What follows belongs to an exercise in optimizing a design on an open flow for small area, a short achievable clock period and few clock cycles per item; a production flow would make more cautious choices.
No functional check of the RTL was part of any run shown here.

==> design.v <==
`default_nettype none
package srpg_pkg;
    localparam int DIV_FRAC_BITS_DEF = 4;
    localparam int CLK_W             = 28;
    localparam int DIVISOR_W         = 32;
    localparam int DIV_INT_MAX       = 255;
    localparam int WRAP_MIN          = 10;
    localparam int WRAP_MAX          = 65535;
    typedef enum logic [1:0] {
        OP_START = 2'd0,
        OP_TICK  = 2'd1,
        OP_STOP  = 2'd2
    } opcode_t;
    typedef enum logic [1:0] {
        REG_MAX_RATE      = 2'd0,
        REG_RAMP_STEP     = 2'd1,
        REG_RAMP_INTERVAL = 2'd2,
        REG_SYS_CLOCK     = 2'd3
    } reg_index_t;
    typedef struct packed {
        logic        forward;
        logic [15:0] requested_rate;
        logic [31:0] now_ms;
        logic [1:0]  opcode;
    } item_t;
    typedef struct packed {
        logic [15:0] max_rate;
        logic [15:0] ramp_step;
        logic [15:0] ramp_interval_ms;
    } ramp_cfg_t;
    typedef struct packed {
        logic [15:0] rate;
        logic        direction;
        logic        reprog;
    } ramp_status_t;
endpackage
`default_nettype wire
`default_nettype none
`default_nettype wire
`default_nettype none
`default_nettype wire
`default_nettype none
module stepper_ramp_pwm_rate_generator_top (
    input  wire logic        clk,
    input  wire logic        rst_n,
    input  wire logic        cfg_we,
    input  wire logic [1:0]  cfg_addr,
    input  wire logic [27:0] cfg_wdata,
    input  wire logic        s_tvalid,
    output logic             s_tready,
    input  wire logic [55:0] s_tdata,
    output logic             m_tvalid,
    input  wire logic        m_tready,
    output logic [63:0]      m_tdata
);
    logic [15:0] max_rate_reg;
    logic [15:0] ramp_step_reg;
    logic [15:0] ramp_interval_reg;
    logic [27:0] sys_clock_reg;
    always_ff @(posedge clk or negedge rst_n)
    begin
        if (!rst_n)
        begin
            max_rate_reg      <= 16'd65535;
            ramp_step_reg     <= 16'd100;
            ramp_interval_reg <= 16'd10;
            sys_clock_reg     <= 28'd125000000;
        end
        else if (cfg_we)
        begin
            case (cfg_addr)
                2'd0:    max_rate_reg      <= cfg_wdata[15:0];
                2'd1:    ramp_step_reg     <= cfg_wdata[15:0];
                2'd2:    ramp_interval_reg <= cfg_wdata[15:0];
                default: sys_clock_reg     <= cfg_wdata;
            endcase
        end
    end
    logic [1:0]  in_op;
    logic [31:0] in_now;
    logic [15:0] in_req;
    logic        in_fwd;
    assign in_op  = s_tdata[1:0];
    assign in_now = s_tdata[33:2];
    assign in_req = s_tdata[49:34];
    assign in_fwd = s_tdata[50];
    logic        running_reg;
    logic        below_reg;    
    logic [15:0] cur_reg;
    logic [15:0] tgt_reg;
    logic [31:0] last_reg;
    logic        dir_reg;
    logic        reprog_reg;
    logic [2:0]  vis_reg;      
    logic        pre_ok;       
    logic        f_need;       
    logic        f_tick;       
    logic        f_req_lt;     
    logic        f_sc_lt;      
    logic        f_sum_ge;     
    logic        step_lt_max;
    logic [15:0] step_clamp;
    logic [16:0] sum;
    always_comb
    begin
        step_lt_max = ramp_step_reg < max_rate_reg;
        step_clamp  = step_lt_max ? ramp_step_reg : max_rate_reg;
        sum         = {1'b0, cur_reg} + {1'b0, ramp_step_reg};
    end
    logic accept;
    always_ff @(posedge clk or negedge rst_n)
    begin
        if (!rst_n)
            vis_reg <= '0;
        else if (s_tvalid && !accept)
            vis_reg <= (vis_reg == 3'd4) ? vis_reg : vis_reg + 3'd1;
        else
            vis_reg <= '0;
    end
    assign pre_ok = (vis_reg != 3'd0);
    logic        el_bw_reg;
    logic        el_ge_reg;
    logic        el_sg_reg;
    logic [8:0]  el_c;
    logic [7:0]  el_now;
    logic [7:0]  el_last;
    logic [7:0]  el_a;
    logic [7:0]  el_b;
    logic        el_cin;
    logic [8:0]  el_ge_c;
    always_comb
    begin
        case (vis_reg[1:0])
            2'd0:    begin el_now = in_now[7:0];   el_last = last_reg[7:0];   end
            2'd1:    begin el_now = in_now[15:8];  el_last = last_reg[15:8];  end
            2'd2:    begin el_now = in_now[23:16]; el_last = last_reg[23:16]; end
            default: begin el_now = in_now[31:24]; el_last = last_reg[31:24]; end
        endcase
        el_c    = {1'b0, el_now} - {1'b0, el_last} - {8'd0, el_bw_reg && (vis_reg != 3'd0)};
        el_a    = (vis_reg == 3'd3) ? {1'b0, el_c[6:0]} : el_c[7:0];
        el_b    = (vis_reg == 3'd0) ? ramp_interval_reg[7:0]
                : (vis_reg == 3'd1) ? ramp_interval_reg[15:8] : 8'd0;
        el_cin  = (vis_reg == 3'd0) ? 1'b1 : el_ge_reg;
        el_ge_c = {1'b0, el_a} + {1'b0, ~el_b} + {8'd0, el_cin};
    end
    always_ff @(posedge clk)
    begin
        if (vis_reg <= 3'd3)
        begin
            el_bw_reg <= el_c[8];
            el_ge_reg <= el_ge_c[8];
        end
        if (vis_reg == 3'd3)
            el_sg_reg <= el_c[7];
    end
    assign f_tick = f_need && (vis_reg == 3'd4) && el_ge_reg && !el_sg_reg;
    always_ff @(posedge clk)
    begin
        f_need    <= (in_op == 2'd1) && running_reg && below_reg;
        f_req_lt  <= in_req < max_rate_reg;
        f_sc_lt   <= step_clamp < in_req;
        f_sum_ge  <= sum >= {1'b0, tgt_reg};
    end
    logic [15:0] req_clamp;
    logic [15:0] start_rate;
    logic [15:0] tick_rate;
    logic [15:0] rate_next;
    always_comb
    begin
        req_clamp  = f_req_lt ? in_req : max_rate_reg;
        start_rate = (f_req_lt && !f_sc_lt) ? in_req : step_clamp;
        tick_rate  = f_sum_ge ? tgt_reg : sum[15:0];
        case (in_op)
            2'd0:    rate_next = start_rate;
            2'd1:    rate_next = f_tick ? tick_rate : cur_reg;
            2'd2:    rate_next = 16'd0;
            default: rate_next = cur_reg;
        endcase
    end
    logic        mwr_reg;      
    always_ff @(posedge clk or negedge rst_n)
    begin
        if (!rst_n)
            mwr_reg <= 1'b0;
        else if (cfg_we && (cfg_addr == 2'd0) && running_reg)
            mwr_reg <= 1'b1;
        else if (accept && !in_op[0])
            mwr_reg <= 1'b0;
    end
    always_ff @(posedge clk or negedge rst_n)
    begin
        if (!rst_n)
        begin
            running_reg <= 1'b0;
            cur_reg     <= '0;
            dir_reg     <= 1'b0;
            reprog_reg  <= 1'b0;
        end
        else if (accept)
        begin
            case (in_op)
                2'd0:
                begin
                    running_reg <= 1'b1;
                    dir_reg     <= in_fwd;
                    reprog_reg  <= 1'b1;
                end
                2'd1:
                begin
                    reprog_reg <= f_tick;
                end
                2'd2:
                begin
                    running_reg <= 1'b0;
                    reprog_reg  <= 1'b1;
                end
                default:
                begin
                    reprog_reg <= 1'b0;
                end
            endcase
            cur_reg <= rate_next;
        end
    end
    always_ff @(posedge clk)
    begin
        if (accept && (in_op == 2'd0))
        begin
            below_reg <= f_req_lt ? f_sc_lt : step_lt_max;
            tgt_reg   <= req_clamp;
            last_reg  <= in_now;
        end
        else if (accept && f_tick)
        begin
            below_reg <= !f_sum_ge;
            last_reg  <= in_now;
        end
    end
    logic        jmp_reg;      
    logic        clp_reg;      
    logic        pl_reg;       
    logic        jump;         
    logic        load;         
    logic        z_reg;        
    logic        ov_reg;       
    logic        lowm_reg;     
    logic        full_reg;     
    logic        busy_reg;
    logic        chk_reg;      
    logic        fin_reg;
    logic [2:0]  cnt_reg;      
    logic [2:0]  last_grp;     
    logic [15:0] den_reg;
    logic [17:0] den3_reg;     
    logic [15:0] rem_reg;
    logic [27:0] quo_reg;
    logic [3:0]  nb_reg;       
    logic        top_f;        
    logic        done;         
    logic        hold;         
    logic [31:0] dividend;
    assign dividend = {sys_clock_reg, 4'b0000};
    assign last_grp = lowm_reg ? 3'd1 : (full_reg ? 3'd0 : 3'd3);
    assign top_f    = (quo_reg[3:0] == 4'hf);
    logic        zero;
    logic        ovf;
    logic        fit24;
    logic        fit20;
    logic        fit16;
    always_comb
    begin
        zero  = (den_reg == 16'd0);
        ovf   = (den_reg[15:4] == 12'd0) && (sys_clock_reg[27:24] >= den_reg[3:0]);
        fit24 = (den_reg[15:8] != 8'd0) || (sys_clock_reg[27:20] < den_reg[7:0]);
        fit20 = (den_reg[15:12] != 4'd0) || (sys_clock_reg[27:16] < den_reg[11:0]);
        fit16 = (clp_reg ? max_rate_reg : sys_clock_reg[27:12]) < den_reg;
    end
    logic [15:0] rem_c;
    logic [3:0]  qb_c;
    logic [17:0] sh;
    logic [18:0] d1;
    logic [18:0] d2;
    logic [18:0] d3;
    always_comb
    begin
        rem_c = rem_reg;
        for (int i = 1; i >= 0; i--)
        begin
            sh = {rem_c, nb_reg[2*i+1], nb_reg[2*i]};
            d1 = {1'b0, sh} - {3'b000, den_reg};
            d2 = {1'b0, sh} - {2'b00, den_reg, 1'b0};
            d3 = {1'b0, sh} - {1'b0, den3_reg};
            if (!d3[18])
            begin
                qb_c[2*i+1 -: 2] = 2'd3;
                rem_c            = d3[15:0];
            end
            else if (!d2[18])
            begin
                qb_c[2*i+1 -: 2] = 2'd2;
                rem_c            = d2[15:0];
            end
            else if (!d1[18])
            begin
                qb_c[2*i+1 -: 2] = 2'd1;
                rem_c            = d1[15:0];
            end
            else
            begin
                qb_c[2*i+1 -: 2] = 2'd0;
                rem_c            = sh[15:0];
            end
        end
    end
    logic [2:0]  cnt_next;
    logic [15:0] rem_jmp;
    always_comb
    begin
        if (fit16)
        begin
            cnt_next = 3'd3;
            rem_jmp  = sys_clock_reg[27:12];
        end
        else if (fit20)
        begin
            cnt_next = 3'd4;
            rem_jmp  = {4'd0, sys_clock_reg[27:16]};
        end
        else if (fit24)
        begin
            cnt_next = 3'd5;
            rem_jmp  = {8'd0, sys_clock_reg[27:20]};
        end
        else
        begin
            cnt_next = 3'd6;
            rem_jmp  = {12'd0, sys_clock_reg[27:24]};
        end
        if (!jump)
            cnt_next = cnt_reg - 3'd1;
    end
    always_ff @(posedge clk)
    begin
        nb_reg <= dividend[{cnt_next, 2'b11} -: 4];
        if (jmp_reg)
            den3_reg <= {2'b00, den_reg} + {1'b0, den_reg, 1'b0};
        if (jump)
        begin
            rem_reg <= rem_jmp;
            quo_reg <= '0;
        end
        else
        begin
            rem_reg <= rem_c;
            if (!hold)
                quo_reg <= {quo_reg[23:0], qb_c};
        end
        if (jump || zfast)
        begin
            z_reg    <= zero || zfast;
            ov_reg   <= ovf;
            lowm_reg <= fit16 || fit20;
            full_reg <= 1'b0;
        end
        else if (chk_reg && top_f)
            full_reg <= 1'b1;
        if (load)
            den_reg <= rate_next;
        else if (clp_reg && fit16)
            den_reg <= max_rate_reg;
    end
    logic [15:0] qw;
    logic [15:0] wlow;
    logic [11:0] qx;
    logic        cc;
    logic [12:0] dv;
    logic        hi;
    logic [11:0] div_o;
    logic [15:0] wrap_o;
    always_comb
    begin
        qw    = quo_reg[15:0];
        wlow  = (qw < 16'd11) ? 16'd10 : qw - 16'd1;
        qx    = full_reg ? quo_reg[27:16] : quo_reg[15:4];
        cc    = full_reg && (quo_reg[11:0] >= ~qx);
        dv    = {1'b0, qx} + {12'd0, cc};
        hi    = ov_reg || (dv > 13'd4080);
        if (lowm_reg)
        begin
            div_o  = 12'd16;
            wrap_o = wlow;
        end
        else
        begin
            div_o  = hi ? 12'd4080 : dv[11:0];
            wrap_o = (hi || !cc) ? 16'd65535 : 16'd65534;
        end
    end
    logic        mv_reg;
    logic        o_en;
    logic [11:0] o_div;
    logic [15:0] o_wrap;
    logic [15:0] o_rate;
    logic        o_dir;
    logic        o_rep;
    logic        cap;
    logic        ready_in;     
    logic        need_c;
    logic        zero_c;
    logic        zfast;
    assign need_c   = (in_op == 2'd0) || ((in_op == 2'd1) && running_reg && below_reg);
    assign zero_c   = (in_op == 2'd2) || ((in_op != 2'd0) && !f_tick && (cur_reg == 16'd0));
    assign ready_in = !need_c || (pre_ok && (!f_need || (vis_reg == 3'd4)));
    assign done     = fin_reg || (chk_reg && !top_f);
    assign cap      = done && (!mv_reg || m_tready);
    assign hold     = done && !cap;
    assign s_tready = ready_in && !hold
                      && (pl_reg || (!busy_reg && !jmp_reg && !(chk_reg && top_f)));
    assign accept   = s_tvalid && s_tready;
    assign zfast    = accept && !pl_reg && zero_c;
    assign load     = (accept && !pl_reg && !zero_c)
                      || (s_tvalid && ready_in && !pl_reg && busy_reg
                          && (cnt_reg == last_grp) && (lowm_reg || full_reg));
    assign jump     = jmp_reg && !clp_reg && (!pl_reg || accept) && !hold;
    always_ff @(posedge clk or negedge rst_n)
    begin
        if (!rst_n)
        begin
            jmp_reg  <= 1'b0;
            clp_reg  <= 1'b0;
            pl_reg   <= 1'b0;
            busy_reg <= 1'b0;
            chk_reg  <= 1'b0;
            fin_reg  <= 1'b0;
            cnt_reg  <= '0;
            mv_reg   <= 1'b0;
        end
        else
        begin
            if (load)
            begin
                jmp_reg <= 1'b1;
                clp_reg <= in_op[0] && mwr_reg;
            end
            else
            begin
                if (jump)
                    jmp_reg <= 1'b0;
                clp_reg <= 1'b0;
            end
            if (load && !accept)
                pl_reg <= 1'b1;
            else if (accept)
                pl_reg <= 1'b0;
            cnt_reg <= cnt_next;
            chk_reg <= 1'b0;
            if (cap)
                fin_reg <= 1'b0;
            else if (chk_reg && !top_f)
                fin_reg <= 1'b1;
            if (jump)
            begin
                busy_reg <= !(zero || ovf);
                fin_reg  <= zero || ovf;
            end
            else if (zfast)
                fin_reg  <= 1'b1;
            else if (chk_reg && top_f)
                busy_reg <= 1'b1;
            else if (busy_reg && (cnt_reg == last_grp))
            begin
                busy_reg <= 1'b0;
                if (lowm_reg || full_reg)
                    fin_reg <= 1'b1;
                else
                    chk_reg <= 1'b1;
            end
            if (cap)
                mv_reg <= 1'b1;
            else if (m_tready)
                mv_reg <= 1'b0;
        end
    end
    always_ff @(posedge clk)
    begin
        if (cap)
        begin
            o_en   <= !z_reg;
            o_div  <= z_reg ? 12'd0 : div_o;
            o_wrap <= z_reg ? 16'd0 : wrap_o;
            o_rate <= cur_reg;
            o_dir  <= dir_reg;
            o_rep  <= reprog_reg;
        end
    end
    assign m_tvalid = mv_reg;
    assign m_tdata  = {2'b00, o_rep, o_dir, o_rate, o_wrap[15:1], o_wrap,
                       o_div, o_en};
endmodule
`default_nettype wire
==> run.sh <==
#!/bin/bash
# synth_recipe.tcl (not shown) runs the flow's synth.tcl, then flattens the netlist and writes it again
# the make line also repeats each setting of config.mk as NAME=value (left out here)
make -C /OpenROAD-flow-scripts/flow DESIGN_CONFIG=/design/flow/config.mk WORK_HOME=/design/flow/orfs CLKGATE_MAP_FILE= SYNTH_SCRIPT=/design/flow/synth_recipe.tcl finish
==> config.mk <==
export PLATFORM = sky130hd
export DESIGN_NAME = stepper_ramp_pwm_rate_generator_top
export DESIGN_NICKNAME = stepper_ramp_pwm_rate_generator_top
export VERILOG_FILES = /design/flow/design.v
export SDC_FILE = /design/flow/constraint.sdc
export NUM_CORES = 4
export LEC_CHECK = 0
export ABC_CLOCK_PERIOD_IN_PS = 4500
export CAP_MARGIN = 20
export CORE_MARGIN = 2
export CORE_UTILIZATION = 40
export SETUP_SLACK_MARGIN = 3.5
export SLEW_MARGIN = 20
==> constraint.sdc <==
create_clock -name core_clock -period 8.0 [get_ports {clk}]
set_input_delay 1.6000 -clock core_clock [delete_from_list [all_inputs] [get_ports {clk}]]
set_output_delay 1.6000 -clock core_clock [all_outputs]
set_load 0.01 [all_outputs]
==> results of run 1 <==
cells in the final DEF (no fill, tap or decap), types with 14 or more instances in the layout:
master             n
ha_1             268
nand2_1          238
nor2_1           163
o21ai_0          162
a21oi_1          154
inv_1            149
clkdlybuf4s50_1  144
edfxtp_1         136
buf_4            104
mux2_2           101
a21o_1            85
dfrtp_1           74
xnor2_1           73
dfxtp_1           51
mux2i_1           47
nand2b_1          44
clkbuf_16         42
nor3_1            40
xor2_1            39
o21a_1            34
dfstp_2           34
nand3_1           30
o211ai_1          28
nor2b_1           25
a222oi_1          23
a21oi_2           20
and3_1            20
nand4_1           20
buf_6             20
a31oi_1           16
a211oi_1          16
o21ai_2           14
worst max-delay path: cells and delay by family (launching register included):
family	cells	cell delay, ps
AO/OA/AOI/OAI	12	2750
adder cells (fa/ha/maj)	2	570
buffers and inverters	6	820
flip-flops	1	400
AND/OR/NAND/NOR	7	890
metal layers:
layer | routed length, um | vias up | GRT usage [%]
met1 | 31200 | 9735 | 30.5
met3 | 3880 | 150 | 2.88
met2 | 33900 | 598 | 39.4
li1 | - | 9662 | -
met5 | 0 | - | 0
met4 | 2880 | 0 | 9.45
through the flow:
step / util [%] / area (sq um) / hold slack [ps] / instances
final: 49.5 / 28500 / 444 / 3523
after CTS: 48.0 / 27700 / 442 / 3472
after global routing: 49.5 / 28500 / 458 / 3522
after global placement: 44.4 / 25600 / 435 / 3352
after floorplan: - / 23400 / 421 / 2516
after detailed placement: 44.4 / 25600 / 438 / 3352
cell type report:
class                      instances  area, sq um  share of cell area (%)
antenna                            2         5.00                  0.0175
clock buffer                      50         1100                    3.86
clock inverter                    16          155                   0.544
inverter                         157          608                    2.13
multi-input combinational       1955        15100                    53.1
sequential                       298         7920                    27.8
tap                              765          957                    3.36
timing repair buffer             280         2630                    9.22
cells by family (layout without fill, tap and decap cells):
| family | Yosys count | count (layout) | share of synthesized area [%] |
|---|---|---|---|
| AOI/OAI and AO/OA | 721 | 721 | 20.3 |
| and+or+nand+nor | 672 | 672 | 13.5 |
| DFF | 298 | 298 | 34.0 |
| adders and majority gates | 291 | 291 | 16.0 |
| buffers and inverters | 263 | 503 | 4.66 |
| muxes | 157 | 157 | 7.34 |
| xor gates and xnor gates | 112 | 112 | 4.21 |
| other | 1 | 4 | 0.0161 |
how the worst min path moves through the flow:
| stage | from | to | slack (ps) | cells past startpoint |
|---|---|---|---|---|
| after floorplan | dir_reg$_DFFE_PN0P_ | o_dir$_DFFE_PP_ | 420 | 0 |
| after global placement | dir_reg$_DFFE_PN0P_ | o_dir$_DFFE_PP_ | 440 | 0 |
| after detailed placement | dir_reg$_DFFE_PN0P_ | o_dir$_DFFE_PP_ | 440 | 0 |
| after CTS | reprog_reg$_DFFE_PN0P_ | o_rep$_DFFE_PP_ | 440 | 0 |
| after global routing | reprog_reg$_DFFE_PN0P_ | o_rep$_DFFE_PP_ | 460 | 0 |
| final | reprog_reg$_DFFE_PN0P_ | o_rep$_DFFE_PP_ | 440 | 0 |
timing repair:
| item | CTS | global route |
|---|---|---|
| cloned | 2 | 0 |
| pin swaps | 43 | 70 |
| gates resized for setup | 93 | 116 |
| hold buffers | 0 | 0 |
| endpoints found under the setup margin | 35 | 35 |
| buffers inserted | 52 | 49 |
==> flow_metrics.py, run 1 <==
metrics = {
    "outcome": {
        "status": "timing/DRC/antenna clean",
    },
    "synthesis": {
        "yosysMostFrequentCell": "ha_1",
        "synth-seq-cells": 298,
        "syn-cell-area_sq_um": 23300,
        "synthesis.instances": 2515,
        "synthTopCellsByArea": "edfxtp_1 18%, ha_1 15%, dfrtp_1 8.1%",
        "synth.top_cell.area_share_pct": 17.5,
        "yosysSeqAreaShare_pct": 34.0,
        "yosysWarnings": 1,
        "syn_avg_cell_area_sq_um": 9.25,
        "synthDistinctLibCells": 89,
        "ys.flop_type": "edfxtp_1",
        "synth-edff-count": 136,
        "yosys.area.top_type": "edfxtp_1",
        "ys_top_cells_by_count": "281 x ha_1, 244 x nand2_1, 187 x o21ai_0",
        "async_reset_ff_share_pct": 36.6,
    },
    "global_routing": {
        "grt_pass1_vias": 20076,
        "antenna_found_initial": 3,
        "overflow": 0,
        "gr-usage-all-layers_pct": 23.4,
        "grt_pass1_wl_um": 111000,
        "grt_max_degree": 70,
    },
    "worst_setup_path": {
        "slowest_delay_ps": 470,
        "r2r-end": "rem_reg[9]$_DFF_P_",
        "cp_slowest_cell": "a222oi_1",
        "worstPathRequired_ps": 8400,
        "cp-start-kind": "flop",
        "startpoint": "den_reg[1]$_DFFE_PP_",
        "worstSetupEndpointType": "flop",
        "r2r_cells": 27,
        "path_max_fanout": 4,
        "cp_common_cell": "buf_6",
        "r2r-start": "den_reg[1]$_DFFE_PP_",
        "worstPathArrival_ps": 5980,
        "crit_type": "flop to flop",
        "crit_end": "rem_reg[9]$_DFF_P_",
        "r2r_setup_slack_ps": 2410,
    },
    "cells_and_area": {
        "nets": 3110,
        "nFillCells": 5270,
        "largest_reg_flops": 32,
        "drive_gt1_share_pct": 17.9,
        "area_growth_pct": 22.6,
    },
    "clocking": {
        "cts_root_buf": "clkbuf_16",
        "clockBufferDepth": 3,
        "cts.sink_count": 298,
        "htreeDepth": 2,
        "cts_buffers": 36,
        "cts.reportedPaths.clkPinSlew_ps": 60,
        "clkLatencyLatePin_ps": 560,
        "cts_tree": "done",
    },
    "drt": {
        "via_count": 20145,
        "drc": 0,
        "drt_first_iter_violations": 1318,
        "drtPass1Iterations": 9,
        "wl_per_cell_um": 20.4,
        "viasPerCell": 5.72,
        "ant_nets": 0,
        "drt_wl_total_um": 71800,
    },
    "timing": {
        "final_max_slew_viol_count": 0,
        "slew_headroom_pct": 29.4,
        "skew_ps": 19.9,
        "max_freq_mhz": 179,
        "timing.final.ws_setup_ps": 2410,
        "finalSetupViolations": 0,
        "fin_setup_tns_ps": 0,
        "min_period_ps": 5590,
        "rsz0062_at_grt": "yes",
        "hold_viol": 0,
        "tightest_slew_ps": 1060,
        "fin_crit_sh_pct": 69.8,
    },
    "floorplan": {
        "fp.dieW_um": 245,
        "fp.dieArea_sq_um": 60100,
        "coreArea_sq_um": 57600,
        "ioPinCount": 157,
        "rows": 88,
        "start_util_pct": 40.4,
        "die_h_um": 245,
    },
    "placement": {
        "place_hpwl_um": 53300,
        "io_buffer_count": 149,
        "place_ws_ps": 1400,
        "place.gp.congestion": 0.908,
    },
    "worst_hold_path": {
        "hp-class": "flop to flop",
    },
    "job": {
        "drv_cap": 0,
    },
}
==> run 2, diff against run 1 <==
--- a/design.v
+++ b/design.v
@@ -92,5 +92,5 @@
     logic        dir_reg;
     logic        reprog_reg;
-    logic [2:0]  vis_reg;      
+    logic [1:0]  vis_reg;      
     logic        pre_ok;       
     logic        f_need;       
@@ -114,45 +114,34 @@
             vis_reg <= '0;
         else if (s_tvalid && !accept)
-            vis_reg <= (vis_reg == 3'd4) ? vis_reg : vis_reg + 3'd1;
+            vis_reg <= (vis_reg == 2'd2) ? vis_reg : vis_reg + 2'd1;
         else
             vis_reg <= '0;
     end
-    assign pre_ok = (vis_reg != 3'd0);
+    assign pre_ok = (vis_reg != 2'd0);
     logic        el_bw_reg;
     logic        el_ge_reg;
     logic        el_sg_reg;
-    logic [8:0]  el_c;
-    logic [7:0]  el_now;
-    logic [7:0]  el_last;
-    logic [7:0]  el_a;
-    logic [7:0]  el_b;
-    logic        el_cin;
-    logic [8:0]  el_ge_c;
+    logic [16:0] el_c;
     always_comb
     begin
-        case (vis_reg[1:0])
-            2'd0:    begin el_now = in_now[7:0];   el_last = last_reg[7:0];   end
-            2'd1:    begin el_now = in_now[15:8];  el_last = last_reg[15:8];  end
-            2'd2:    begin el_now = in_now[23:16]; el_last = last_reg[23:16]; end
-            default: begin el_now = in_now[31:24]; el_last = last_reg[31:24]; end
-        endcase
-        el_c    = {1'b0, el_now} - {1'b0, el_last} - {8'd0, el_bw_reg && (vis_reg != 3'd0)};
-        el_a    = (vis_reg == 3'd3) ? {1'b0, el_c[6:0]} : el_c[7:0];
-        el_b    = (vis_reg == 3'd0) ? ramp_interval_reg[7:0]
-                : (vis_reg == 3'd1) ? ramp_interval_reg[15:8] : 8'd0;
-        el_cin  = (vis_reg == 3'd0) ? 1'b1 : el_ge_reg;
-        el_ge_c = {1'b0, el_a} + {1'b0, ~el_b} + {8'd0, el_cin};
+        if (vis_reg == 2'd0)
+            el_c = {1'b0, in_now[15:0]} - {1'b0, last_reg[15:0]};
+        else
+            el_c = {1'b0, in_now[31:16]} - {1'b0, last_reg[31:16]} - {16'd0, el_bw_reg};
     end
     always_ff @(posedge clk)
     begin
-        if (vis_reg <= 3'd3)
+        if (vis_reg == 2'd0)
         begin
-            el_bw_reg <= el_c[8];
-            el_ge_reg <= el_ge_c[8];
+            el_bw_reg <= el_c[16];
+            el_ge_reg <= el_c[15:0] >= ramp_interval_reg;
+        end
+        else if (vis_reg == 2'd1)
+        begin
+            el_ge_reg <= el_ge_reg || (el_c[14:0] != 15'd0);
+            el_sg_reg <= el_c[15];
         end
-        if (vis_reg == 3'd3)
-            el_sg_reg <= el_c[7];
     end
-    assign f_tick = f_need && (vis_reg == 3'd4) && el_ge_reg && !el_sg_reg;
+    assign f_tick = f_need && (vis_reg == 2'd2) && el_ge_reg && !el_sg_reg;
     always_ff @(posedge clk)
     begin
@@ -244,4 +233,6 @@
     logic        z_reg;        
     logic        ov_reg;       
+    logic        dcl_pend;     
+    logic        dcl_reg;      
     logic        lowm_reg;     
     logic        full_reg;     
@@ -257,10 +248,16 @@
     logic [3:0]  nb_reg;       
     logic        top_f;        
+    logic        f_c4;
+    logic [16:0] f_sum;
+    logic [15:0] den_run;      
     logic        done;         
     logic        hold;         
     logic [31:0] dividend;
     assign dividend = {sys_clock_reg, 4'b0000};
-    assign last_grp = lowm_reg ? 3'd1 : (full_reg ? 3'd0 : 3'd3);
-    assign top_f    = (quo_reg[3:0] == 4'hf);
+    assign last_grp = lowm_reg ? 3'd1 : (full_reg ? 3'd0 : 3'd4);
+    assign den_run  = dcl_reg ? max_rate_reg : cur_reg;
+    assign f_c4     = ({1'b0, sys_clock_reg[11:8]} + {1'b0, den_run[3:0]}) >= 5'd16;
+    assign f_sum    = {1'b0, rem_reg} + {5'd0, den_run[15:4]} + {16'd0, f_c4};
+    assign top_f    = (f_sum >= {1'b0, den_run});
     logic        zero;
     logic        ovf;
@@ -343,5 +340,5 @@
     begin
         nb_reg <= dividend[{cnt_next, 2'b11} -: 4];
-        if (jmp_reg)
+        if (jmp_reg && !(chk_reg && top_f))
             den3_reg <= {2'b00, den_reg} + {1'b0, den_reg, 1'b0};
         if (jump)
@@ -358,4 +355,5 @@
         if (jump || zfast)
         begin
+            dcl_reg  <= dcl_pend;
             z_reg    <= zero || zfast;
             ov_reg   <= ovf;
@@ -365,8 +363,14 @@
         else if (chk_reg && top_f)
             full_reg <= 1'b1;
-        if (load)
+        if (chk_reg && top_f)
+            den_reg <= den_run;
+        else if (load)
             den_reg <= rate_next;
         else if (clp_reg && fit16)
             den_reg <= max_rate_reg;
+        if (load)
+            dcl_pend <= 1'b0;
+        else if (clp_reg && fit16)
+            dcl_pend <= 1'b1;
     end
     logic [15:0] qw;
@@ -382,5 +386,5 @@
         qw    = quo_reg[15:0];
         wlow  = (qw < 16'd11) ? 16'd10 : qw - 16'd1;
-        qx    = full_reg ? quo_reg[27:16] : quo_reg[15:4];
+        qx    = full_reg ? quo_reg[27:16] : quo_reg[11:0];
         cc    = full_reg && (quo_reg[11:0] >= ~qx);
         dv    = {1'b0, qx} + {12'd0, cc};
@@ -411,15 +415,15 @@
     assign need_c   = (in_op == 2'd0) || ((in_op == 2'd1) && running_reg && below_reg);
     assign zero_c   = (in_op == 2'd2) || ((in_op != 2'd0) && !f_tick && (cur_reg == 16'd0));
-    assign ready_in = !need_c || (pre_ok && (!f_need || (vis_reg == 3'd4)));
+    assign ready_in = !need_c || (pre_ok && (!f_need || (vis_reg == 2'd2)));
     assign done     = fin_reg || (chk_reg && !top_f);
     assign cap      = done && (!mv_reg || m_tready);
     assign hold     = done && !cap;
-    assign s_tready = ready_in && !hold
-                      && (pl_reg || (!busy_reg && !jmp_reg && !(chk_reg && top_f)));
+    assign s_tready = ready_in && !hold && !(chk_reg && top_f)
+                      && (pl_reg || (!busy_reg && !jmp_reg));
     assign accept   = s_tvalid && s_tready;
     assign zfast    = accept && !pl_reg && zero_c;
     assign load     = (accept && !pl_reg && !zero_c)
                       || (s_tvalid && ready_in && !pl_reg && busy_reg
-                          && (cnt_reg == last_grp) && (lowm_reg || full_reg));
+                          && (cnt_reg == last_grp));
     assign jump     = jmp_reg && !clp_reg && (!pl_reg || accept) && !hold;
     always_ff @(posedge clk or negedge rst_n)
@@ -453,4 +457,10 @@
             else if (accept)
                 pl_reg <= 1'b0;
+            if (chk_reg && top_f)
+            begin
+                jmp_reg <= 1'b0;
+                clp_reg <= 1'b0;
+                pl_reg  <= 1'b0;
+            end
             cnt_reg <= cnt_next;
             chk_reg <= 1'b0;
--- a/config.mk
+++ b/config.mk
@@ -6,8 +6,10 @@
 export NUM_CORES = 4
 export LEC_CHECK = 0
-export ABC_CLOCK_PERIOD_IN_PS = 4500
+export ABC_CLOCK_PERIOD_IN_PS = 5000
 export CAP_MARGIN = 20
 export CORE_MARGIN = 2
 export CORE_UTILIZATION = 40
-export SETUP_SLACK_MARGIN = 3.5
+export CTS_BUF_LIST = sky130_fd_sc_hd__clkbuf_4 sky130_fd_sc_hd__clkbuf_8
+export CTS_CLUSTER_SIZE = 30
+export SETUP_SLACK_MARGIN = 3.0
 export SLEW_MARGIN = 20
==> run 2 against run 1 <==
Compared with the run above: now fails the layout checks on setup timing; cell area grew 9.8%; highest routed layer unchanged; setup slack worse by 2500 ps; critical path type is now flop to output port.
==> flow_metrics.py, run 2 <==
metrics = {
    "cells_and_area": {
        "drive_gt1_share_pct": 16.8,
        "final_common_cell": "ha_1",
        "area_growth_pct": 21.6,
        "multi_input_area_sq_um": 17200,
        "nFillCells": 5910,
        "largest_reg_flops": 32,
        "mostFrequentLayoutCells": "349 x ha_1, 243 x inv_1, 180 x a21oi_1, 176 x nand2_1, 176 x o21ai_0",
        "ff_latch_area_sq_um": 7940,
        "nets": 3501,
    },
    "floorplan": {
        "fp.dieArea_sq_um": 66500,
        "die_h_um": 258,
        "start_util_pct": 40.2,
        "ioPinCount": 157,
        "coreArea_sq_um": 64100,
        "rows": 93,
        "fp.dieW_um": 258,
    },
    "worst_setup_path": {
        "path_max_fanout": 4,
        "slowest_delay_ps": 390,
        "startpoint": "dcl_reg$_DFFE_PP_",
        "cp-start-kind": "flop",
        "r2r-start": "dcl_reg$_DFFE_PP_",
        "r2r_cells": 50,
        "worstPathArrival_ps": 6440,
        "worstPathRequired_ps": 6400,
        "cp_slowest_cell": "fa_2",
        "cp_common_cell": "a21oi_2",
        "r2r_setup_slack_ps": 70,
        "r2r-end": "vis_reg[1]$_DFFE_PN0P_",
        "crit_end": "s_tready",
        "crit_type": "flop to output port",
        "worstSetupEndpointType": "output port",
    },
    "synthesis": {
        "yosysSeqAreaShare_pct": 30.8,
        "syn_avg_cell_area_sq_um": 9.21,
        "ys.flop_type": "edfxtp_1",
        "synth_adder_area_share_pct": 18.0,
        "yosys.area.top_type": "ha_1",
        "synth_top_family_by_area": "compound AO/OA/AOI/OAI gates",
        "synth-seq-cells": 299,
        "yosysMostFrequentCell": "ha_1",
        "synthesis.instances": 2798,
        "synthTopCellsByArea": "ha_1 17%, edfxtp_1 16%, dfrtp_1 7.2%",
        "synth.area.mux_share_pct": 8.61,
        "syn-cell-area_sq_um": 25800,
        "synth_xor_area_share_pct": 5.20,
        "synthDistinctLibCells": 84,
        "yosysWarnings": 1,
        "synth_compound_area_share_pct": 20.0,
        "ys_top_cells_by_count": "351 x ha_1, 246 x inv_1, 200 x a21oi_1",
        "synth.top_cell.area_share_pct": 17.0,
        "synth-edff-count": 137,
        "synth_simple_gate_area_share_pct": 11.9,
        "async_reset_ff_share_pct": 36.1,
    },
    "outcome": {
        "check-failures": "setup timing",
        "status": "complete, but fails checks",
    },
    "global_routing": {
        "grt_pass1_vias": 22175,
        "gr-usage-all-layers_pct": 24.8,
        "overflow": 0,
        "grt_max_degree": 84,
        "antenna_found_initial": 0,
        "grt_pass1_wl_um": 129000,
    },
    "clocking": {
        "cts_root_buf": "clkbuf_8",
        "htreeDepth": 2,
        "cts.sink_count": 299,
        "cts_buffers": 54,
        "hold_buffers": 0,
        "clockBufferDepth": 3,
        "clkLatencyLatePin_ps": 660,
        "cts_tree": "done",
        "cts.reportedPaths.clkPinSlew_ps": 60,
    },
    "drt": {
        "drt_wl_total_um": 86000,
        "ant_nets": 0,
        "viasPerCell": 5.71,
        "drc": 0,
        "wl_per_cell_um": 21.8,
        "via_count": 22530,
        "drt_first_iter_violations": 1574,
        "drtPass1Iterations": 5,
    },
    "job": {
        "drv_cap": 0,
    },
    "timing": {
        "rsz0062_at_grt": "yes",
        "min_period_ps": 8040,
        "slew_headroom_pct": 24.7,
        "final_max_slew_viol_count": 0,
        "timing.final.ws_setup_ps": -36.9,
        "finalSetupViolations": 1,
        "max_freq_mhz": 124,
        "tightest_slew_ps": 1120,
        "fin_crit_sh_pct": 100,
        "fin_setup_tns_ps": -36.9,
        "hold_viol": 0,
        "skew_ps": 31.2,
    },
    "placement": {
        "place_hpwl_um": 64200,
        "io_buffer_count": 149,
        "place.gp.congestion": 0.957,
        "place_ws_ps": 79.0,
    },
    "worst_hold_path": {
        "hp-class": "flop to flop",
    },
}
==> run 2: changes by cell type after synthesis, sizes merged, moves of 12 or more <==
cell	before	now
ha	281	351
nand2	245	184
mux2i	51	89
xnor2	73	104
and2	6	18
a22o	3	29
a21o	85	70
a21oi	177	201
a222oi	23	1
mux2	106	118
o21a	36	54
inv	156	246
==> run 2: logic make-up (layout without fill, tap and decap cells) <==
family / count (synthesis) / in the layout
AOI/OAI and AO/OA: 784 / 784
xor gates and xnor gates: 153 / 153
adders and majority gates: 364 / 364
buffers and inverters: 348 / 635
DFF: 299 / 299
muxes: 207 / 207
other: 1 / 3
and+or+nand+nor: 642 / 646
==> run 2: worst min-delay path by stage <==
stage                     startpoint           endpoint  slack (ps)  cells past startpoint
2_1_floorplan  dcl_pend$_SDFFE_PN0P_  dcl_reg$_DFFE_PP_         410                      0
3_3_place_gp   dcl_pend$_SDFFE_PN0P_  dcl_reg$_DFFE_PP_         430                      0
3_5_place_dp   dcl_pend$_SDFFE_PN0P_  dcl_reg$_DFFE_PP_         430                      0
4_1_cts        dcl_pend$_SDFFE_PN0P_  dcl_reg$_DFFE_PP_         430                      0
5_1_grt        dcl_pend$_SDFFE_PN0P_  dcl_reg$_DFFE_PP_         440                      0
6_report       dcl_pend$_SDFFE_PN0P_  dcl_reg$_DFFE_PP_         440                      0
==> run 2: per-layer routing <==
metal	GRT usage (%)	wire length, um	share of wire, %
met3	3.19	4650	5.4
met5	0	0	0
met2	42.2	40800	47
met4	9.81	3710	4.3
met1	32.0	36800	43
==> run 2: what timing repair did <==
| item | in CTS | in global routing |
|---|---|---|
| pin swaps | 24 | 49 |
| setup buffers | 69 | 27 |
| resized for setup | 77 | 122 |
| gates cloned | 4 | 5 |
| setup endpoints to repair | 241 | 249 |
==> run 2: final cells by class <==
class	instances	share of cell area, %
multi-input combinational	2156	54.8
tap	855	3.41
sequential	299	25.3
clock buffer	86	3.44
antenna	1	0.00799
clock inverter	14	0.423
timing repair buffer	287	9.54
inverter	248	2.99
==> run 2: metrics by stage <==
step / hold WS, ps / util (%) / cells / cell area, sq um
after floorplan: 409 / - / 2799 / 26200
after global placement: 427 / 44.3 / 3740 / 28400
after detailed placement: 427 / 44.3 / 3740 / 28400
after CTS: 429 / 47.7 / 3913 / 30600
after global routing: 444 / 48.9 / 3945 / 31300
final: 437 / 48.9 / 3946 / 31300
==> run 2: critical path: cells and delay by family (launching register included) <==
kind            cells  cell delay, ps
buf+inv             5             520
simple gates        2             310
xor+xnor            1              80
compound gates     18            3450
flops               1             340
mux                 1             250
fa+ha+maj           3             830
==> run 3, diff against run 2 <==
--- a/design.v
+++ b/design.v
@@ -248,16 +248,10 @@
     logic [3:0]  nb_reg;       
     logic        top_f;        
-    logic        f_c4;
-    logic [16:0] f_sum;
-    logic [15:0] den_run;      
     logic        done;         
     logic        hold;         
     logic [31:0] dividend;
     assign dividend = {sys_clock_reg, 4'b0000};
-    assign last_grp = lowm_reg ? 3'd1 : (full_reg ? 3'd0 : 3'd4);
-    assign den_run  = dcl_reg ? max_rate_reg : cur_reg;
-    assign f_c4     = ({1'b0, sys_clock_reg[11:8]} + {1'b0, den_run[3:0]}) >= 5'd16;
-    assign f_sum    = {1'b0, rem_reg} + {5'd0, den_run[15:4]} + {16'd0, f_c4};
-    assign top_f    = (f_sum >= {1'b0, den_run});
+    assign last_grp = lowm_reg ? 3'd1 : (full_reg ? 3'd0 : 3'd3);
+    assign top_f    = (quo_reg[3:0] == 4'hf);
     logic        zero;
     logic        ovf;
@@ -334,5 +328,7 @@
             rem_jmp  = {12'd0, sys_clock_reg[27:24]};
         end
-        if (!jump)
+        if (chk_reg && top_f)
+            cnt_next = cnt_reg;
+        else if (!jump)
             cnt_next = cnt_reg - 3'd1;
     end
@@ -347,5 +343,5 @@
             quo_reg <= '0;
         end
-        else
+        else if (!(chk_reg && top_f))
         begin
             rem_reg <= rem_c;
@@ -364,5 +360,5 @@
             full_reg <= 1'b1;
         if (chk_reg && top_f)
-            den_reg <= den_run;
+            den_reg <= dcl_reg ? max_rate_reg : cur_reg;
         else if (load)
             den_reg <= rate_next;
@@ -386,5 +382,5 @@
         qw    = quo_reg[15:0];
         wlow  = (qw < 16'd11) ? 16'd10 : qw - 16'd1;
-        qx    = full_reg ? quo_reg[27:16] : quo_reg[11:0];
+        qx    = full_reg ? quo_reg[27:16] : quo_reg[15:4];
         cc    = full_reg && (quo_reg[11:0] >= ~qx);
         dv    = {1'b0, qx} + {12'd0, cc};
==> run 3 against run 2 <==
Compared with the run above: the run now finishes clean; setup slack gained 2500 ps; non-clock buffer count shrank 34; sequential share of layout area is 1.9 points higher; largest cell class unchanged; count of clock-buffer cells in the layout fell by 3; via count shrank 4.9%; utilization shrank 0.52 points; wire length decreased by 11%.
==> flow_metrics.py, run 3 <==
metrics = {
    "outcome": {
        "status": "timing/DRC/antenna clean",
    },
    "synthesis": {
        "yosysMostFrequentCell": "ha_1",
        "synth-seq-cells": 299,
        "synth-edff-count": 153,
        "ys.flop_type": "edfxtp_1",
        "async_reset_ff_share_pct": 36.1,
        "yosysSeqAreaShare_pct": 32.6,
        "synth.top_cell.area_share_pct": 18.5,
        "syn_avg_cell_area_sq_um": 9.27,
        "yosysWarnings": 1,
        "synthesis.instances": 2680,
        "yosys.area.top_type": "edfxtp_1",
        "syn-cell-area_sq_um": 24900,
        "ys_top_cells_by_count": "321 x ha_1, 225 x nand2_1, 220 x inv_1",
        "synthDistinctLibCells": 98,
        "synthTopCellsByArea": "edfxtp_1 18%, ha_1 16%, dfrtp_1 7.5%",
    },
    "cells_and_area": {
        "drive_gt1_share_pct": 17.1,
        "nFillCells": 5777,
        "area_growth_pct": 19.8,
        "final-instance-count-excl-fill": 3775,
        "mostFrequentLayoutCells": "306 x ha_1, 220 x nand2_1, 205 x inv_1, 182 x a21oi_1, 164 x nor2_1",
        "final_common_cell": "ha_1",
        "largest_reg_flops": 32,
        "nets": 3316,
    },
    "clocking": {
        "clkLatencyLatePin_ps": 660,
        "htreeDepth": 2,
        "cts_tree": "done",
        "cts_buffers": 52,
        "cts.reportedPaths.clkPinSlew_ps": 70,
        "cts_root_buf": "clkbuf_8",
        "cts.sink_count": 299,
        "hold_buffers": 0,
        "clockBufferDepth": 3,
    },
    "job": {
        "drv_cap": 0,
    },
    "worst_setup_path": {
        "worstPathArrival_ps": 5950,
        "cp_top_family": "compound AO/OA/AOI/OAI gates",
        "r2r_setup_slack_ps": 2440,
        "cp_slowest_cell": "o41a_1",
        "critical_path_buf_inv_count": 3,
        "worstSetupEndpointType": "flop",
        "r2r-start": "den_reg[13]$_DFFE_PP_",
        "cp_cell_sequence": "clkinvlp_4, ha_1, a21oi_1, nand2_1, a211o_1, o311a_4, nand2_4, mux2_4, mux2_4, inv_4, ha_4, nor2b_4, o31a_1, o211ai_1, a21oi_1, o21ai_2, a21oi_2, o41a_1, o21ai_4, buf_12, o31ai_2, a41o_1",
        "r2r_cells": 22,
        "cp-start-kind": "flop",
        "crit_type": "flop to flop",
        "path_max_fanout": 8,
        "worstPathRequired_ps": 8390,
        "r2r-end": "rem_reg[14]$_DFFE_PP_",
        "slowest_delay_ps": 490,
    },
    "drt": {
        "drtPass1Iterations": 5,
        "drt_first_iter_violations": 1195,
        "via_count": 21437,
        "wl_per_cell_um": 20.3,
        "viasPerCell": 5.68,
        "ant_nets": 0,
        "drt_wl_total_um": 76500,
        "drc": 0,
    },
    "global_routing": {
        "busiest_layer": "met2",
        "use_met2_pct": 38.2,
        "grt_pass1_wl_um": 116000,
        "antenna_found_initial": 4,
        "grt_use_met3_pct": 2.83,
        "grt_use_met1_pct": 31.3,
        "grt_max_degree": 79,
        "grt_pass1_vias": 20867,
        "overflow": 0,
        "gr-usage-all-layers_pct": 23.1,
    },
    "timing": {
        "hold_viol": 0,
        "finalSetupViolations": 0,
        "timing.final.ws_setup_ps": 2440,
        "fin_crit_sh_pct": 69.5,
        "min_period_ps": 5560,
        "final_max_slew_viol_count": 0,
        "max_freq_mhz": 180,
        "skew_ps": 40.1,
        "fin_setup_tns_ps": 0,
        "hold_ws_ps": 428,
        "rsz0062_at_grt": "yes",
        "tightest_slew_ps": 947,
        "slew_headroom_pct": 36.7,
    },
    "floorplan": {
        "fp.dieW_um": 253,
        "fp.dieArea_sq_um": 64100,
        "ioPinCount": 157,
        "coreArea_sq_um": 61600,
        "rows": 91,
        "die_h_um": 253,
        "start_util_pct": 40.4,
    },
    "worst_hold_path": {
        "whs_endpoint": "o_dir$_DFFE_PP_",
        "min-delay-start": "dir_reg$_DFFE_PN0P_",
        "hp-class": "flop to flop",
        "holdPathStages": 0,
    },
    "placement": {
        "place.gp.congestion": 0.939,
        "place_ws_ps": 1430,
        "place_inst": 3593,
        "place_hpwl_um": 58100,
        "io_buffer_count": 149,
    },
}
run 3: cell families (layout without fill, tap and decap cells):
logic type,Yosys count,in the layout,share of synthesized area (%)
compound gates,740,741,19.8
xor+xnor,139,139,4.90
fa+ha+maj,332,332,17.0
buf+inv,318,572,5.18
flops,299,299,32.6
mux,170,170,7.44
other cells,1,3,0.0151
simple gates,681,682,13.1
run 3: how the worst max path moves through the flow:
stage	from	end	slack, ps	depth (start not counted)
final	den_reg[13]$_DFFE_PP_	rem_reg[14]$_DFFE_PP_	2440	22
after detailed placement	den_reg[1]$_DFFE_PP_	rem_reg[8]$_DFFE_PP_	1430	21
after CTS	den_reg[0]$_DFFE_PP_	rem_reg[14]$_DFFE_PP_	2360	23
after global placement	den_reg[1]$_DFFE_PP_	rem_reg[14]$_DFFE_PP_	1410	22
after floorplan	den_reg[1]$_DFFE_PP_	rem_reg[6]$_DFFE_PP_	2720	24
after global routing	den_reg[4]$_DFFE_PP_	rem_reg[15]$_DFFE_PP_	2290	22
run 3: what timing repair did:
action	in CTS	in global routing
pin swaps	21	40
resized for setup	71	86
buffers inserted	32	46
setup endpoints to repair	39	31
gates cloned	3	1
run 3: per-layer routing:
metal  share of wire, %  vias up
met2                 47      605
met4                2.8        4
li1                   -    10281
met5              0.034        -
met1                 46    10412
met3                5.0      135
run 3: metrics by stage:
step / cell area (sq um) / util (%)
detailed placement: 27300 / 44.3
finish: 29800 / 48.3
CTS: 29000 / 47.1
global route: 29800 / 48.3
floorplan: 25000 / -
global placement: 27200 / 44.2
run 3: final cells by class:
type,instances,area (sq um),area share [%]
diodes,1,2.50,0.00840
clock buffers,83,1010,3.39
clock inverters,15,143,0.479
inverters,221,873,2.93
multi-input cells,2066,16200,54.4
flip-flops and latches,299,8100,27.2
well taps,837,1050,3.52
repair buffers,253,2400,8.08
==> run 4, diff against run 3 <==
--- a/design.v
+++ b/design.v
@@ -248,4 +248,5 @@
     logic [3:0]  nb_reg;       
     logic        top_f;        
+    logic        rst_reg;      
     logic        done;         
     logic        hold;         
@@ -328,7 +329,5 @@
             rem_jmp  = {12'd0, sys_clock_reg[27:24]};
         end
-        if (chk_reg && top_f)
-            cnt_next = cnt_reg;
-        else if (!jump)
+        if (!jump)
             cnt_next = cnt_reg - 3'd1;
     end
@@ -336,5 +335,5 @@
     begin
         nb_reg <= dividend[{cnt_next, 2'b11} -: 4];
-        if (jmp_reg && !(chk_reg && top_f))
+        if (jmp_reg)
             den3_reg <= {2'b00, den_reg} + {1'b0, den_reg, 1'b0};
         if (jump)
@@ -343,5 +342,5 @@
             quo_reg <= '0;
         end
-        else if (!(chk_reg && top_f))
+        else
         begin
             rem_reg <= rem_c;
@@ -351,12 +350,11 @@
         if (jump || zfast)
         begin
-            dcl_reg  <= dcl_pend;
+            if (!rst_reg)
+                dcl_reg <= dcl_pend;
             z_reg    <= zero || zfast;
             ov_reg   <= ovf;
             lowm_reg <= fit16 || fit20;
-            full_reg <= 1'b0;
+            full_reg <= rst_reg;
         end
-        else if (chk_reg && top_f)
-            full_reg <= 1'b1;
         if (chk_reg && top_f)
             den_reg <= dcl_reg ? max_rate_reg : cur_reg;
@@ -430,4 +428,5 @@
             clp_reg  <= 1'b0;
             pl_reg   <= 1'b0;
+            rst_reg  <= 1'b0;
             busy_reg <= 1'b0;
             chk_reg  <= 1'b0;
@@ -455,8 +454,11 @@
             if (chk_reg && top_f)
             begin
-                jmp_reg <= 1'b0;
+                jmp_reg <= 1'b1;
                 clp_reg <= 1'b0;
                 pl_reg  <= 1'b0;
+                rst_reg <= 1'b1;
             end
+            else if (jump)
+                rst_reg <= 1'b0;
             cnt_reg <= cnt_next;
             chk_reg <= 1'b0;
@@ -472,6 +474,4 @@
             else if (zfast)
                 fin_reg  <= 1'b1;
-            else if (chk_reg && top_f)
-                busy_reg <= 1'b1;
             else if (busy_reg && (cnt_reg == last_grp))
             begin
==> run 4 against run 3 <==
Compared with the run above: still clean; clock skew increased by 18 ps; area after synthesis decreased by 1.4%; critical path depth increased by 3; flip-flop and latch count increased by 1; non-clock buffer count increased by 71; final cell count increased by 0.50%; synthesized cell count decreased by 0.30%; largest cell class unchanged.
==> flow_metrics.py, run 4 <==
metrics = {
    "outcome": {
        "status": "timing/DRC/antenna clean",
    },
    "global_routing": {
        "antenna_found_initial": 1,
        "use_met2_pct": 41.4,
        "grt_pass1_vias": 21036,
        "grt_use_met1_pct": 31.5,
        "gr-usage-all-layers_pct": 24.0,
        "overflow": 0,
        "grt_pass1_wl_um": 119000,
        "grt_use_met3_pct": 3.30,
        "grt_max_degree": 57,
        "busiest_layer": "met2",
    },
    "synthesis": {
        "synthTopCellsByArea": "edfxtp_1 17%, ha_1 16%, dfrtp_1 7.7%",
        "yosys.area.top_type": "edfxtp_1",
        "yosysMostFrequentCell": "ha_1",
        "synthDistinctLibCells": 98,
        "synth-edff-count": 138,
        "syn-cell-area_sq_um": 24500,
        "syn_avg_cell_area_sq_um": 9.17,
        "yosysWarnings": 1,
        "synth-seq-cells": 300,
        "synth.top_cell.area_share_pct": 16.9,
        "async_reset_ff_share_pct": 36.3,
        "ys.flop_type": "edfxtp_1",
        "synthesis.instances": 2672,
        "ys_top_cells_by_count": "321 x ha_1, 225 x nand2_1, 222 x inv_1",
        "yosysSeqAreaShare_pct": 32.6,
    },
    "drt": {
        "drt_wl_total_um": 78600,
        "viasPerCell": 5.74,
        "ant_nets": 0,
        "via_count": 21770,
        "drt_first_iter_violations": 1545,
        "wl_per_cell_um": 20.7,
        "drc": 0,
        "drtPass1Iterations": 5,
    },
    "timing": {
        "rsz0062_at_grt": "yes",
        "final_max_slew_viol_count": 0,
        "skew_ps": 58.2,
        "tightest_slew_ps": 1040,
        "hold_viol": 0,
        "timing.final.ws_setup_ps": 2630,
        "hold_ws_ps": 442,
        "fin_setup_tns_ps": 0,
        "fin_crit_sh_pct": 67.1,
        "max_freq_mhz": 186,
        "slew_headroom_pct": 30.5,
        "finalSetupViolations": 0,
        "min_period_ps": 5370,
    },
    "worst_setup_path": {
        "cp-start-kind": "flop",
        "startpoint": "den_reg[1]$_DFFE_PP_",
        "worstPathRequired_ps": 8500,
        "worstSetupEndpointType": "flop",
        "worstPathArrival_ps": 5870,
        "r2r-start": "den_reg[1]$_DFFE_PP_",
        "path_max_fanout": 7,
        "crit_type": "flop to flop",
    },
    "cells_and_area": {
        "final-instance-count-excl-fill": 3794,
        "final_common_cell": "ha_1",
        "nets": 3387,
        "drive_gt1_share_pct": 20.4,
        "final_core_util_pct": 50.3,
        "area_growth_pct": 24.2,
        "mostFrequentLayoutCells": "293 x ha_1, 219 x nand2_1, 205 x inv_1, 179 x o21ai_0, 177 x a21oi_1",
        "largest_reg_flops": 32,
        "design_area_sq_um": 30400,
    },
    "floorplan": {
        "fp.dieArea_sq_um": 63200,
        "start_util_pct": 40.5,
        "fp.dieW_um": 251,
        "rows": 90,
        "die_h_um": 251,
        "ioPinCount": 157,
        "coreArea_sq_um": 60500,
    },
    "job": {
        "drv_cap": 0,
    },
    "clocking": {
        "cts.sink_count": 300,
        "cts_tree": "done",
        "clkLatencyLatePin_ps": 670,
        "htreeDepth": 2,
        "cts_buffers": 55,
        "cts.reportedPaths.clkPinSlew_ps": 70,
        "clockBufferDepth": 3,
        "cts_root_buf": "clkbuf_8",
        "hold_buffers": 0,
    },
    "placement": {
        "place_inst": 3540,
        "place_ws_ps": 1360,
        "place_area_sq_um": 26900,
        "io_buffer_count": 149,
        "place_hpwl_um": 58100,
        "place.gp.congestion": 0.935,
    },
    "worst_hold_path": {
        "hp-class": "flop to flop",
        "min-delay-start": "dcl_pend$_SDFFE_PN0P_",
    },
}
run 4: cell count changes after synthesis, sizes merged, moves of 9 or more:
cell | before | now
a211o | 5 | 17
o21ai | 175 | 213
mux2i | 56 | 35
dfxtp | 38 | 53
a211oi | 24 | 46
o221ai | 18 | 5
a21o | 67 | 82
a21oi | 190 | 202
nor3 | 47 | 38
edfxtp | 153 | 138
run 4: kinds of logic (layout without fill, tap and decap cells):
family | count (synthesis) | after routing | synth area share [%]
mux | 141 | 141 | 6.30
buf+inv | 317 | 653 | 5.27
compound gates | 784 | 785 | 20.9
xor+xnor | 137 | 137 | 4.90
fa+ha+maj | 332 | 332 | 17.3
flops | 300 | 300 | 32.6
simple gates | 660 | 661 | 12.8
other cells | 1 | 3 | 0.0153
run 4: critical path, cell delays in order, from the launching register on:
cell and delay [ps]:
edfxtp_1 420, clkinvlp_4 120, buf_12 140, fa_2 390, a21o_1 210, a221oi_4 330, o21ai_4 110, a31oi_4 250
o21ai_4 130, buf_6 160, mux2i_1 110, nor2_1 140, a211oi_2 70, a21oi_4 280, ha_4 280, nand2_4 80
o22ai_4 70, o41a_1 360, a221oi_2 340, a211o_1 210, o2111ai_4 120, nor2_4 170, buf_8 130, mux2i_1 200
a21oi_1 110, a221o_1 270
run 4: timing repair:
action,in CTS,in global routing
setup buffers,74,71
resized for setup,121,116
hold endpoints to repair,0,0
cloned,2,2
setup endpoints to repair,37,37
pin swaps,65,87
run 4: layout make-up:
type | instances | area (sq um)
antenna | 1 | 2.50
clock buffer | 82 | 1040
clock inverter | 22 | 230
fill | 5598 | 30000
inverter | 225 | 888
multi-input combinational | 2058 | 16300
sequential | 300 | 7980
tap | 782 | 978
timing repair buffer | 324 | 2970
run 4: metal layers:
| layer | vias to the layer above | share of wire [%] |
|---|---|---|
| met3 | 139 | 5.2 |
| met2 | 673 | 48 |
| met5 | - | 0 |
| met1 | 10609 | 44 |
| met4 | 0 | 2.7 |
| li1 | 10349 | - |
run 4: worst paths after layout:
| check | to | slack (ps) | cells after the start |
|---|---|---|---|
| max | rem_reg[14]$_DFF_P_ | 2630 | 25 |
| min reg2reg | dcl_reg$_DFFE_PP_ | 440 | 0 |
| max reg2reg | rem_reg[14]$_DFF_P_ | 2630 | 25 |
| max in group asynchronous | cur_reg[8]$_DFFE_PN0P_ | 5790 | 2 |
| min in group asynchronous | ramp_interval_reg[0]$_DFFE_PN0P_ | 970 | 1 |
| min | dcl_reg$_DFFE_PP_ | 440 | 0 |

-- separate check: timing with driven ports --
How much do the figures lean on ideal ports? The routed layouts below were timed once more, with nothing changed but the port constraints. Step 1 (the two cells are an assumption about what drives the block):
set clk [get_ports {clk}]
set_driving_cell -lib_cell sky130_fd_sc_hd__clkbuf_16 $clk
set_driving_cell -lib_cell sky130_fd_sc_hd__buf_2 [delete_from_list [all_inputs] $clk]
Step 2 moves the port delays by t, midway between the first and last clock arrival at a register: inputs arrive t later, outputs are due t later. That takes back most of the time a late clock gives input paths. Slacks: no drivers / after step 1 / after step 2; pairs: no drivers / after step 1.
run	shift t [ns]	setup slack, ns	worst setup path after step 2	worst register clock-pin slew, ns
run 1	0.605	2.415 / 2.415 / 2.415	register to register	0.06 / 0.06
run 2	0.703	-0.037 / -0.094 / 0.073	register to register	0.07 / 0.07
run 3	0.698	2.439 / 2.439 / 2.439	register to register	0.07 / 0.07
run 4	0.692	2.634 / 2.634 / 2.283	input to register	0.07 / 0.07
For run 4, which loses most, drivers alone change the setup slack by 0.000 ns; drivers and shift together by -0.351 ns.
